What follows belongs to an exercise in optimizing a design on an open flow for small area and a short achievable clock period; a production flow would make more cautious choices. At most, simulation tests tie the RTL to the original design; equivalence was not proved. Power figures rest on the tool's default switching activity, not on a simulated workload.

== job 102 ==
// scoreboard_ctrl
module scoreboard_ctrl (
    input  logic                      clk,
    input  logic                      rst,
    input  sb_pkg::inst_t             inst,
    input  logic                      inst_valid,
    input  logic [sb_pkg::num_fu-1:0] fu_done,
    output logic                      issue_ack,
    output logic [sb_pkg::num_fu-1:0] ro_en,
    output sb_pkg::fu_op_t            ro_op,
    output sb_pkg::reg_idx_t          rs1_ctrl,
    output sb_pkg::reg_idx_t          rs2_ctrl,
    output logic                      reg_write,
    output sb_pkg::fu_id_t            wb_fu,
    output sb_pkg::reg_idx_t          rd_ctrl
);
Size: ~6700 sq um of cells after synthesis.
Settings: LEC_CHECK=0, CAP_MARGIN=20, CORE_MARGIN=2, CORE_UTILIZATION=40, SETUP_SLACK_MARGIN=1.5, SLEW_MARGIN=20; clock period 4.5 ns.
standard.sh (not shown) runs the stock make flow with config.mk's settings and CLKGATE_MAP_FILE= SYNTH_SCRIPT=/design/flow/synth_recipe.tcl, a recipe that flattens the netlist after the stock synthesis.
==> flow/flow/run.sh <==
#!/bin/bash
# Standard ORFS layout, with the port buffers made from plain buffers
# instead of the delay cells buffer_ports picks on its own.
set -euo pipefail
export BUFFER_PORTS_ARGS="-buffer_cell sky130_fd_sc_hd__buf_2"
bash standard.sh > make.log 2>&1
#### Input delta (job 101 over job 102)
--- a/flow/design.v
+++ b/flow/design.v
@@ -124,25 +124,24 @@
     logic [4:1][4:0] n_dst, n_src1, n_src2;
     logic [4:1]      has_s1, has_s2, has_d;
     assign has_d  = {1'b1, 1'b1, !inst[5], 1'b1};
     assign has_s1 = {1'b1, 1'b1, 1'b1, !inst[2]};
     assign has_s2 = {1'b1, 1'b1, inst[5], inst[5] && !inst[2]};
     always_comb begin
         for (int u = 1; u <= 4; u++) begin
             n_dst[u]  = has_d[u]  ? rd  : 5'd0;
             n_src1[u] = has_s1[u] ? rs1 : 5'd0;
             n_src2[u] = has_s2[u] ? rs2 : 5'd0;
         end
     end
-    logic [4:1] wake1, wake2;
     logic       rd_nz, rs1_nz, rs2_nz;
     assign rd_nz  = (rd  != 5'd0);
     assign rs1_nz = (rs1 != 5'd0);
     assign rs2_nz = (rs2 != 5'd0);
     logic [4:1] rs1_hit, rs2_hit, rd_hit;    
     logic [4:1] rd_s1, rd_s2;                
     always_comb begin
         for (int v = 1; v <= 4; v++) begin
             rs1_hit[v] = rs1_nz && (rs1 == dst[v]);
             rs2_hit[v] = rs2_nz && (rs2 == dst[v]);
             rd_hit[v]  = rd_nz  && (rd  == dst[v]);
             rd_s1[v]   = rd_nz  && (rd  == src1[v]);
@@ -154,63 +153,49 @@
         for (int u = 1; u <= 4; u++)
             for (int v = 1; v <= 4; v++)
                 if (u != v) begin
                     if (!busy[u]) begin
                         eq1[u][v] <= has_s1[u] && rs1_hit[v];
                         eq2[u][v] <= has_s2[u] && rs2_hit[v];
                     end else if (!busy[v]) begin
                         eq1[u][v] <= has_d[v] && rd_s1[u];
                         eq2[u][v] <= has_d[v] && rd_s2[u];
                     end
                 end
     end
-    logic [4:1] ro_req, rog, wbg, done_n, rdy1_n, rdy2_n, war_n, wb_req_n, wbg_n;
-    logic [4:0] rd_n;
+    logic [4:1] war_ok, ro_req, wb_req, rog, wbg;
+    always_comb begin
+        for (int v = 1; v <= 4; v++) begin
+            war_ok[v] = 1'b1;
+            for (int u = 1; u <= 4; u++)
+                if (u != v && ((rdy1[u] && eq1[u][v]) || (rdy2[u] && eq2[u][v])))
+                    war_ok[v] = 1'b0;
+        end
+    end
     assign ro_req = rdy1 & rdy2;
+    assign wb_req = done & war_ok;
     assign rog = {ro_req[4] & ~|ro_req[3:1], ro_req[3] & ~|ro_req[2:1], ro_req[2] & ~ro_req[1], ro_req[1]};
-    always_comb begin
-        for (int u = 1; u <= 4; u++) begin
-            done_n[u] = busy[u] && !wbg[u] && (done[u] || fu_done[u-1]);
-            rdy1_n[u] = busy[u] && !rog[u] && !wbg[u] && (rdy1[u] || wake1[u]);
-            rdy2_n[u] = busy[u] && !rog[u] && !wbg[u] && (rdy2[u] || wake2[u]);
-        end
-        for (int v = 1; v <= 4; v++) begin
-            war_n[v] = 1'b0;
-            for (int u = 1; u <= 4; u++)
-                if (u != v && ((rdy1_n[u] && eq1[u][v]) || (rdy2_n[u] && eq2[u][v])))
-                    war_n[v] = 1'b1;
-        end
-    end
-    assign wb_req_n = done_n & ~war_n;
-    assign wbg_n = {wb_req_n[4] & ~|wb_req_n[3:1], wb_req_n[3] & ~|wb_req_n[2:1],
-                    wb_req_n[2] & ~wb_req_n[1], wb_req_n[1]};
-    assign rd_n  = ({5{wbg_n[1]}} & dst[1]) | ({5{wbg_n[2]}} & dst[2]) |
-                   ({5{wbg_n[3]}} & dst[3]) | ({5{wbg_n[4]}} & dst[4]);
-    logic [4:0] rd_q;
-    always_ff @(posedge clk or posedge rst) begin
-        if (rst) wbg <= '0;
-        else     wbg <= wbg_n;
-    end
-    always_ff @(posedge clk) rd_q <= rd_n;
+    assign wbg = {wb_req[4] & ~|wb_req[3:1], wb_req[3] & ~|wb_req[2:1], wb_req[2] & ~wb_req[1], wb_req[1]};
     logic       waw, pend1, pend2, dec_valid, issue_en;
     logic [4:1] issue;
     assign waw   = |(busy & rd_hit);
     assign pend1 = |(busy & ~wbg & rs1_hit);
     assign pend2 = |(busy & ~wbg & rs2_hit);
     assign dec_valid = |val;
     always_comb begin
         for (int u = 1; u <= 4; u++)
             issue[u] = inst_valid && val[u] && !busy[u] && !(has_d[u] && waw);
     end
     assign issue_en = (inst_valid && !dec_valid) || (|issue);
+    logic [4:1] wake1, wake2;
     always_comb begin
         for (int u = 1; u <= 4; u++) begin
             wake1[u] = 1'b0;
             wake2[u] = 1'b0;
             for (int v = 1; v <= 4; v++)
                 if (v != u) begin
                     if (wbg[v] && eq1[u][v]) wake1[u] = 1'b1;
                     if (wbg[v] && eq2[u][v]) wake2[u] = 1'b1;
                 end
             wake1[u] = wake1[u] && pre[u];
             wake2[u] = wake2[u] && pre[u];
         end
@@ -253,16 +238,17 @@
         if (!busy[1]) op1 <= alu_op;
         if (!busy[2]) op2 <= {f3, inst[5]};
         if (!busy[3]) op3 <= f3[1:0];
         if (!busy[4]) op4 <= f3[1:0];
     end
     assign ro_en     = rog;
     assign ro_op     = ({5{rog[1]}} & op1) | ({5{rog[2]}} & {1'b0, op2}) |
                        ({5{rog[3]}} & {3'b0, op3}) | ({5{rog[4]}} & {3'b0, op4});
     assign rs1_ctrl  = ({5{rog[1]}} & src1[1]) | ({5{rog[2]}} & src1[2]) |
                        ({5{rog[3]}} & src1[3]) | ({5{rog[4]}} & src1[4]);
     assign rs2_ctrl  = ({5{rog[1]}} & src2[1]) | ({5{rog[2]}} & src2[2]) |
                        ({5{rog[3]}} & src2[3]) | ({5{rog[4]}} & src2[4]);
-    assign reg_write = |wbg;
+    assign reg_write = |wb_req;
     assign wb_fu     = {wbg[4], wbg[2] | wbg[3], wbg[1] | wbg[3]};
-    assign rd_ctrl   = rd_q;
+    assign rd_ctrl   = ({5{wbg[1]}} & dst[1]) | ({5{wbg[2]}} & dst[2]) |
+                       ({5{wbg[3]}} & dst[3]) | ({5{wbg[4]}} & dst[4]);
 endmodule
[summary]
Per the comparison of job 101 with job 102, fraction of power spent switching nets rose by 1.8 points, post-route DRC violation count stayed essentially flat. Note that the amount of wire on met3 after detailed routing recorded for job 102 amounts to 1.11 times the value seen in job 101. Looking at number of cell instances on the worst register-to-register path, job 101 sits 1 above job 102. Job 101 vs. job 102: die extent in x has decreased, global-route wire length before repair went down about 4%, number of sequential cells shows a reduction of 7.1%, worst hold slack shows an increase of 0.0046 ns. Delta (job 101 minus job 102): number of placement rows moved down; routed wire length moved down; post-layout utilization of the core moved up; sequential standard cell area moved down. | final cycle utilization of the critical path | higher: job 101 |. Synthesized net count: job 101 lower than job 102.


The RTL this note starts from:
==> flow/design.v <==
package sb_pkg;
    typedef logic [31:0] inst_t;
    typedef logic [2:0]  fu_id_t;
    typedef logic [4:0]  reg_idx_t;
    typedef logic [4:0]  fu_op_t;
    localparam int num_fu = 4;
    localparam fu_id_t fu_none = 3'd0;
    localparam fu_id_t fu_alu  = 3'd1;
    localparam fu_id_t fu_mem  = 3'd2;
    localparam fu_id_t fu_mul  = 3'd3;
    localparam fu_id_t fu_div  = 3'd4;
    localparam fu_op_t alu_add   = 5'h01;
    localparam fu_op_t alu_sub   = 5'h02;
    localparam fu_op_t alu_and   = 5'h03;
    localparam fu_op_t alu_or    = 5'h04;
    localparam fu_op_t alu_xor   = 5'h05;
    localparam fu_op_t alu_sll   = 5'h06;
    localparam fu_op_t alu_srl   = 5'h07;
    localparam fu_op_t alu_slt   = 5'h08;
    localparam fu_op_t alu_sltu  = 5'h09;
    localparam fu_op_t alu_sra   = 5'h0a;
    localparam fu_op_t alu_imm   = 5'h10;
    localparam fu_op_t alu_lui   = 5'h1b;
    localparam fu_op_t alu_auipc = 5'h1c;
    localparam fu_op_t mem_lb  = 5'b0_000_0;
    localparam fu_op_t mem_lh  = 5'b0_001_0;
    localparam fu_op_t mem_lw  = 5'b0_010_0;
    localparam fu_op_t mem_lbu = 5'b0_100_0;
    localparam fu_op_t mem_lhu = 5'b0_101_0;
    localparam fu_op_t mem_sb  = 5'b0_000_1;
    localparam fu_op_t mem_sh  = 5'b0_001_1;
    localparam fu_op_t mem_sw  = 5'b0_010_1;
    localparam fu_op_t mul_mul    = 5'd0;
    localparam fu_op_t mul_mulh   = 5'd1;
    localparam fu_op_t mul_mulhsu = 5'd2;
    localparam fu_op_t mul_mulhu  = 5'd3;
    localparam fu_op_t div_div    = 5'd0;
    localparam fu_op_t div_divu   = 5'd1;
    localparam fu_op_t div_rem    = 5'd2;
    localparam fu_op_t div_remu   = 5'd3;
    localparam logic [6:0] opc_r     = 7'b0110011;
    localparam logic [6:0] opc_i     = 7'b0010011;
    localparam logic [6:0] opc_load  = 7'b0000011;
    localparam logic [6:0] opc_store = 7'b0100011;
    localparam logic [6:0] opc_lui   = 7'b0110111;
    localparam logic [6:0] opc_auipc = 7'b0010111;
    localparam logic [6:0] f7_base   = 7'h00;
    localparam logic [6:0] f7_muldiv = 7'h01;
    localparam logic [6:0] f7_alt    = 7'h20;
endpackage
module scoreboard_ctrl (
    input  logic                      clk,
    input  logic                      rst,
    input  sb_pkg::inst_t             inst,
    input  logic                      inst_valid,
    input  logic [sb_pkg::num_fu-1:0] fu_done,
    output logic                      issue_ack,
    output logic [sb_pkg::num_fu-1:0] ro_en,
    output sb_pkg::fu_op_t            ro_op,
    output sb_pkg::reg_idx_t          rs1_ctrl,
    output sb_pkg::reg_idx_t          rs2_ctrl,
    output logic                      reg_write,
    output sb_pkg::fu_id_t            wb_fu,
    output sb_pkg::reg_idx_t          rd_ctrl
);
    logic [4:1]      busy;     
    logic [4:1]      pre;      
    logic [4:1]      rdy1;     
    logic [4:1]      rdy2;
    logic [4:1]      done;     
    logic [4:1][4:0] dst;      
    logic [4:1][4:0] src1;
    logic [4:1][4:0] src2;
    logic [4:0]      op1;      
    logic [3:0]      op2;      
    logic [1:0]      op3;      
    logic [1:0]      op4;
    logic [6:0] opc;
    logic [2:0] f3;
    logic [6:0] f7;
    logic [4:0] rd, rs1, rs2;
    assign opc = inst[6:0];
    assign f3  = inst[14:12];
    assign f7  = inst[31:25];
    assign rd  = inst[11:7];
    assign rs1 = inst[19:15];
    assign rs2 = inst[24:20];
    logic is_r, is_i, is_ld, is_st, is_lui, is_auipc;
    assign is_r     = (opc == sb_pkg::opc_r);
    assign is_i     = (opc == sb_pkg::opc_i);
    assign is_ld    = (opc == sb_pkg::opc_load);
    assign is_st    = (opc == sb_pkg::opc_store);
    assign is_lui   = (opc == sb_pkg::opc_lui);
    assign is_auipc = (opc == sb_pkg::opc_auipc);
    logic f7_0, f7_20, f7_1;
    assign f7_0  = (f7 == sb_pkg::f7_base);
    assign f7_20 = (f7 == sb_pkg::f7_alt);
    assign f7_1  = (f7 == sb_pkg::f7_muldiv);
    logic [4:1] val;           
    assign val[1] = (is_r && (f7_0 || (f7_20 && (f3 == 3'h0 || f3 == 3'h5)))) ||
                    (is_i && (f3 == 3'h1 ? f7_0 : (f3 == 3'h5 ? (f7_0 || f7_20) : 1'b1))) ||
                    is_lui || is_auipc;
    assign val[2] = (is_ld && (f3 != 3'h3 && f3 != 3'h6 && f3 != 3'h7)) ||
                    (is_st && !f3[2] && f3 != 3'h3);
    assign val[3] = is_r && f7_1 && !f3[2];
    assign val[4] = is_r && f7_1 &&  f3[2];
    logic [4:0] alu_op;
    logic       alu_alt;
    assign alu_alt = inst[30] && (inst[5] || f3 == 3'h5);
    always_comb begin
        case (f3)
            3'h0:    alu_op = alu_alt ? sb_pkg::alu_sub : sb_pkg::alu_add;
            3'h1:    alu_op = sb_pkg::alu_sll;
            3'h2:    alu_op = sb_pkg::alu_slt;
            3'h3:    alu_op = sb_pkg::alu_sltu;
            3'h4:    alu_op = sb_pkg::alu_xor;
            3'h5:    alu_op = alu_alt ? sb_pkg::alu_sra : sb_pkg::alu_srl;
            3'h6:    alu_op = sb_pkg::alu_or;
            default: alu_op = sb_pkg::alu_and;
        endcase
        if (!inst[5]) alu_op = alu_op | sb_pkg::alu_imm;
        if (inst[2])  alu_op = inst[5] ? sb_pkg::alu_lui : sb_pkg::alu_auipc;
    end
    logic [4:1][4:0] n_dst, n_src1, n_src2;
    logic [4:1]      has_s1, has_s2, has_d;
    assign has_d  = {1'b1, 1'b1, !inst[5], 1'b1};
    assign has_s1 = {1'b1, 1'b1, 1'b1, !inst[2]};
    assign has_s2 = {1'b1, 1'b1, inst[5], inst[5] && !inst[2]};
    always_comb begin
        for (int u = 1; u <= 4; u++) begin
            n_dst[u]  = has_d[u]  ? rd  : 5'd0;
            n_src1[u] = has_s1[u] ? rs1 : 5'd0;
            n_src2[u] = has_s2[u] ? rs2 : 5'd0;
        end
    end
    logic [4:1] wake1, wake2;
    logic       rd_nz, rs1_nz, rs2_nz;
    assign rd_nz  = (rd  != 5'd0);
    assign rs1_nz = (rs1 != 5'd0);
    assign rs2_nz = (rs2 != 5'd0);
    logic [4:1] rs1_hit, rs2_hit, rd_hit;    
    logic [4:1] rd_s1, rd_s2;                
    always_comb begin
        for (int v = 1; v <= 4; v++) begin
            rs1_hit[v] = rs1_nz && (rs1 == dst[v]);
            rs2_hit[v] = rs2_nz && (rs2 == dst[v]);
            rd_hit[v]  = rd_nz  && (rd  == dst[v]);
            rd_s1[v]   = rd_nz  && (rd  == src1[v]);
            rd_s2[v]   = rd_nz  && (rd  == src2[v]);
        end
    end
    logic [4:1] rog;
    logic [4:1][4:1] war;
    always_ff @(posedge clk) begin
        for (int v = 1; v <= 4; v++)
            for (int u = 1; u <= 4; u++)
                if (u != v) begin
                    if (!busy[v])
                        war[v][u] <= has_d[v] && !rog[u] &&
                                     ((rdy1[u] && rd_s1[u]) || (rdy2[u] && rd_s2[u]));
                    else
                        war[v][u] <= war[v][u] && !rog[u];
                end
    end
    logic [4:1] ro_req, wbg, done_n, war_n, wb_req_n, wbg_n;
    logic [4:0] rd_n;
    assign ro_req = rdy1 & rdy2;
    assign rog = {ro_req[4] & ~|ro_req[3:1], ro_req[3] & ~|ro_req[2:1], ro_req[2] & ~ro_req[1], ro_req[1]};
    always_comb begin
        for (int u = 1; u <= 4; u++) begin
            done_n[u] = busy[u] && !wbg[u] && (done[u] || fu_done[u-1]);
        end
        for (int v = 1; v <= 4; v++) begin
            war_n[v] = 1'b0;
            for (int u = 1; u <= 4; u++)
                if (u != v && war[v][u] && !rog[u])
                    war_n[v] = 1'b1;
        end
    end
    assign wb_req_n = done_n & ~war_n;
    assign wbg_n = {wb_req_n[4] & ~|wb_req_n[3:1], wb_req_n[3] & ~|wb_req_n[2:1],
                    wb_req_n[2] & ~wb_req_n[1], wb_req_n[1]};
    assign rd_n  = ({5{wbg_n[1]}} & dst[1]) | ({5{wbg_n[2]}} & dst[2]) |
                   ({5{wbg_n[3]}} & dst[3]) | ({5{wbg_n[4]}} & dst[4]);
    logic [4:0] rd_q;
    always_ff @(posedge clk or posedge rst) begin
        if (rst) wbg <= '0;
        else     wbg <= wbg_n;
    end
    always_ff @(posedge clk) rd_q <= rd_n;
    logic       waw, pend1, pend2, dec_valid, issue_en;
    logic [4:1] issue;
    assign waw   = |(busy & rd_hit);
    assign pend1 = |(busy & ~wbg & rs1_hit);
    assign pend2 = |(busy & ~wbg & rs2_hit);
    assign dec_valid = |val;
    always_comb begin
        for (int u = 1; u <= 4; u++)
            issue[u] = inst_valid && val[u] && !busy[u] && !(has_d[u] && waw);
    end
    assign issue_en = (inst_valid && !dec_valid) || (|issue);
    always_comb begin
        for (int u = 1; u <= 4; u++) begin
            wake1[u] = pre[u] && (|wbg) && (rd_q == src1[u]);
            wake2[u] = pre[u] && (|wbg) && (rd_q == src2[u]);
        end
    end
    always_ff @(posedge clk or posedge rst) begin
        if (rst) begin
            busy      <= '0;
            rdy1      <= '0;
            rdy2      <= '0;
            issue_ack <= 1'b0;
        end else begin
            issue_ack <= issue_en;
            for (int u = 1; u <= 4; u++) begin
                if (busy[u]) begin
                    busy[u] <= !wbg[u];
                    rdy1[u] <= !rog[u] && !wbg[u] && (rdy1[u] || wake1[u]);
                    rdy2[u] <= !rog[u] && !wbg[u] && (rdy2[u] || wake2[u]);
                end else begin
                    busy[u] <= issue[u];
                    rdy1[u] <= issue[u] && !(has_s1[u] && pend1);
                    rdy2[u] <= issue[u] && !(has_s2[u] && pend2);
                end
            end
        end
    end
    always_ff @(posedge clk) begin
        for (int u = 1; u <= 4; u++) begin
            if (busy[u]) begin
                pre[u]  <= pre[u] && !rog[u] && !wbg[u];
                done[u] <= !wbg[u] && (done[u] || fu_done[u-1]);
            end else begin
                pre[u]  <= 1'b1;
                done[u] <= 1'b0;
            end
        end
    end
    always_ff @(posedge clk) begin
        for (int u = 1; u <= 4; u++) begin
            if (!busy[u]) begin
                dst[u]  <= n_dst[u];
                src1[u] <= n_src1[u];
                src2[u] <= n_src2[u];
            end
        end
        if (!busy[1]) op1 <= alu_op;
        if (!busy[2]) op2 <= {f3, inst[5]};
        if (!busy[3]) op3 <= f3[1:0];
        if (!busy[4]) op4 <= f3[1:0];
    end
    assign ro_en     = rog;
    assign ro_op     = ({5{rog[1]}} & op1) | ({5{rog[2]}} & {1'b0, op2}) |
                       ({5{rog[3]}} & {3'b0, op3}) | ({5{rog[4]}} & {3'b0, op4});
    assign rs1_ctrl  = ({5{rog[1]}} & src1[1]) | ({5{rog[2]}} & src1[2]) |
                       ({5{rog[3]}} & src1[3]) | ({5{rog[4]}} & src1[4]);
    assign rs2_ctrl  = ({5{rog[1]}} & src2[1]) | ({5{rog[2]}} & src2[2]) |
                       ({5{rog[3]}} & src2[3]) | ({5{rog[4]}} & src2[4]);
    assign reg_write = |wbg;
    assign wb_fu     = {wbg[4], wbg[2] | wbg[3], wbg[1] | wbg[3]};
    assign rd_ctrl   = rd_q;
endmodule
export LEC_CHECK = 0
export CAP_MARGIN = 20
export CORE_MARGIN = 2
export CORE_UTILIZATION = 70
export SETUP_SLACK_MARGIN = 1.8
export SLEW_MARGIN = 20
create_clock -name core_clock -period 4.5 [get_ports {clk}]
==> flow/flow/run.sh <==
#!/bin/bash
# Standard ORFS layout with two changes: the port buffers are plain buffers
# instead of the delay cells buffer_ports picks on its own, and the clock tree
# uses smaller clock buffers and no dummy balancing loads.
set -euo pipefail
export BUFFER_PORTS_ARGS="-buffer_cell sky130_fd_sc_hd__buf_2"
export CTS_ARGS="-sink_clustering_enable -repair_clock_nets -dont_use_dummy_load -buf_list sky130_fd_sc_hd__clkbuf_8 -sink_clustering_size 30"
bash standard.sh > make.log 2>&1
Edit:
--- a/flow/design.v
+++ b/flow/design.v
@@ -161,15 +161,17 @@
                     else
                         war[v][u] <= war[v][u] && !rog[u];
                 end
     end
-    logic [4:1] ro_req, wbg, done_n, war_n, wb_req_n, wbg_n;
+    logic [4:1] wbg, done_n, rdy1_n, rdy2_n, war_n, wb_req_n, wbg_n;
     logic [4:0] rd_n;
-    assign ro_req = rdy1 & rdy2;
+    logic [4:1] ro_req;
     assign rog = {ro_req[4] & ~|ro_req[3:1], ro_req[3] & ~|ro_req[2:1], ro_req[2] & ~ro_req[1], ro_req[1]};
     always_comb begin
         for (int u = 1; u <= 4; u++) begin
             done_n[u] = busy[u] && !wbg[u] && (done[u] || fu_done[u-1]);
+            rdy1_n[u] = busy[u] && !rog[u] && !wbg[u] && (rdy1[u] || wake1[u]);
+            rdy2_n[u] = busy[u] && !rog[u] && !wbg[u] && (rdy2[u] || wake2[u]);
         end
         for (int v = 1; v <= 4; v++) begin
             war_n[v] = 1'b0;
             for (int u = 1; u <= 4; u++)
@@ -207,34 +209,32 @@
     end
     always_ff @(posedge clk or posedge rst) begin
         if (rst) begin
             busy      <= '0;
+            pre       <= '0;
             rdy1      <= '0;
             rdy2      <= '0;
+            ro_req    <= '0;
+            done      <= '0;
             issue_ack <= 1'b0;
         end else begin
             issue_ack <= issue_en;
             for (int u = 1; u <= 4; u++) begin
                 if (busy[u]) begin
                     busy[u] <= !wbg[u];
+                    pre[u]  <= pre[u] && !rog[u] && !wbg[u];
                     rdy1[u] <= !rog[u] && !wbg[u] && (rdy1[u] || wake1[u]);
                     rdy2[u] <= !rog[u] && !wbg[u] && (rdy2[u] || wake2[u]);
+                    ro_req[u] <= !rog[u] && !wbg[u] && (rdy1[u] || wake1[u]) && (rdy2[u] || wake2[u]);
+                    done[u] <= !wbg[u] && (done[u] || fu_done[u-1]);
                 end else begin
                     busy[u] <= issue[u];
+                    pre[u]  <= issue[u];
                     rdy1[u] <= issue[u] && !(has_s1[u] && pend1);
                     rdy2[u] <= issue[u] && !(has_s2[u] && pend2);
+                    ro_req[u] <= issue[u] && !(has_s1[u] && pend1) && !(has_s2[u] && pend2);
+                    done[u] <= 1'b0;
                 end
-            end
-        end
-    end
-    always_ff @(posedge clk) begin
-        for (int u = 1; u <= 4; u++) begin
-            if (busy[u]) begin
-                pre[u]  <= pre[u] && !rog[u] && !wbg[u];
-                done[u] <= !wbg[u] && (done[u] || fu_done[u-1]);
-            end else begin
-                pre[u]  <= 1'b1;
-                done[u] <= 1'b0;
             end
         end
     end
     always_ff @(posedge clk) begin
=>
- The new run finished with timing, DRC and antenna clean
- die area rose by 3.1%
- cell area rose by 1.9%
- worst hold slack is worse by 0.0073 ns
- sequential share of layout area rose by 1.1 points
- routed wire length hardly moves
- global-route usage fell by 0.88 points
- setup slack is better by 0.062 ns
- area after synthesis rose by 3.2%
- flip-flop and latch count rose by 4
- clock-buffer cell count stays the same
- critical path depth fell by 2
No run of this note included a check of the RTL's function; only the layout flow was run.

-- afterwards: timing with drivers on the ports --
Ports are ideal in the flow. The routed layouts listed here were re-timed in OpenROAD.
Step 1: set_driving_cell puts a clkbuf_16 on clk and a buf_2 on each other input, an assumption about the parent block.
Step 2 moves the port delays by t, midway between the first and last clock arrival at a register: inputs arrive t later, outputs are due t later. That takes back most of the time a late clock gives input paths.
a / b / c = ideal / step 1 / step 2; a / b = the first two.
run	t, ns	setup slack, ns	worst setup path after step 2	clock arrival spread, ns	cell pins on the clock port's net
job 102	0.457	1.521 / 1.521 / 1.296	input to register	0.006 / 0.006	1
job 101	0.458	1.238 / 1.192 / 1.352	input to register	0.012 / 0.012	1
the first run of note 2	0.460	1.546 / 1.511 / 1.608	input to register	0.028 / 0.028	1
the second run of note 2	0.459	1.609 / 1.573 / 1.317	input to register	0.029 / 0.029	1
After both steps setup and hold are still met in every run listed. The setup slack of the second run of note 2, which loses most, moves by -0.036 ns with the drivers and by -0.292 ns with both steps.
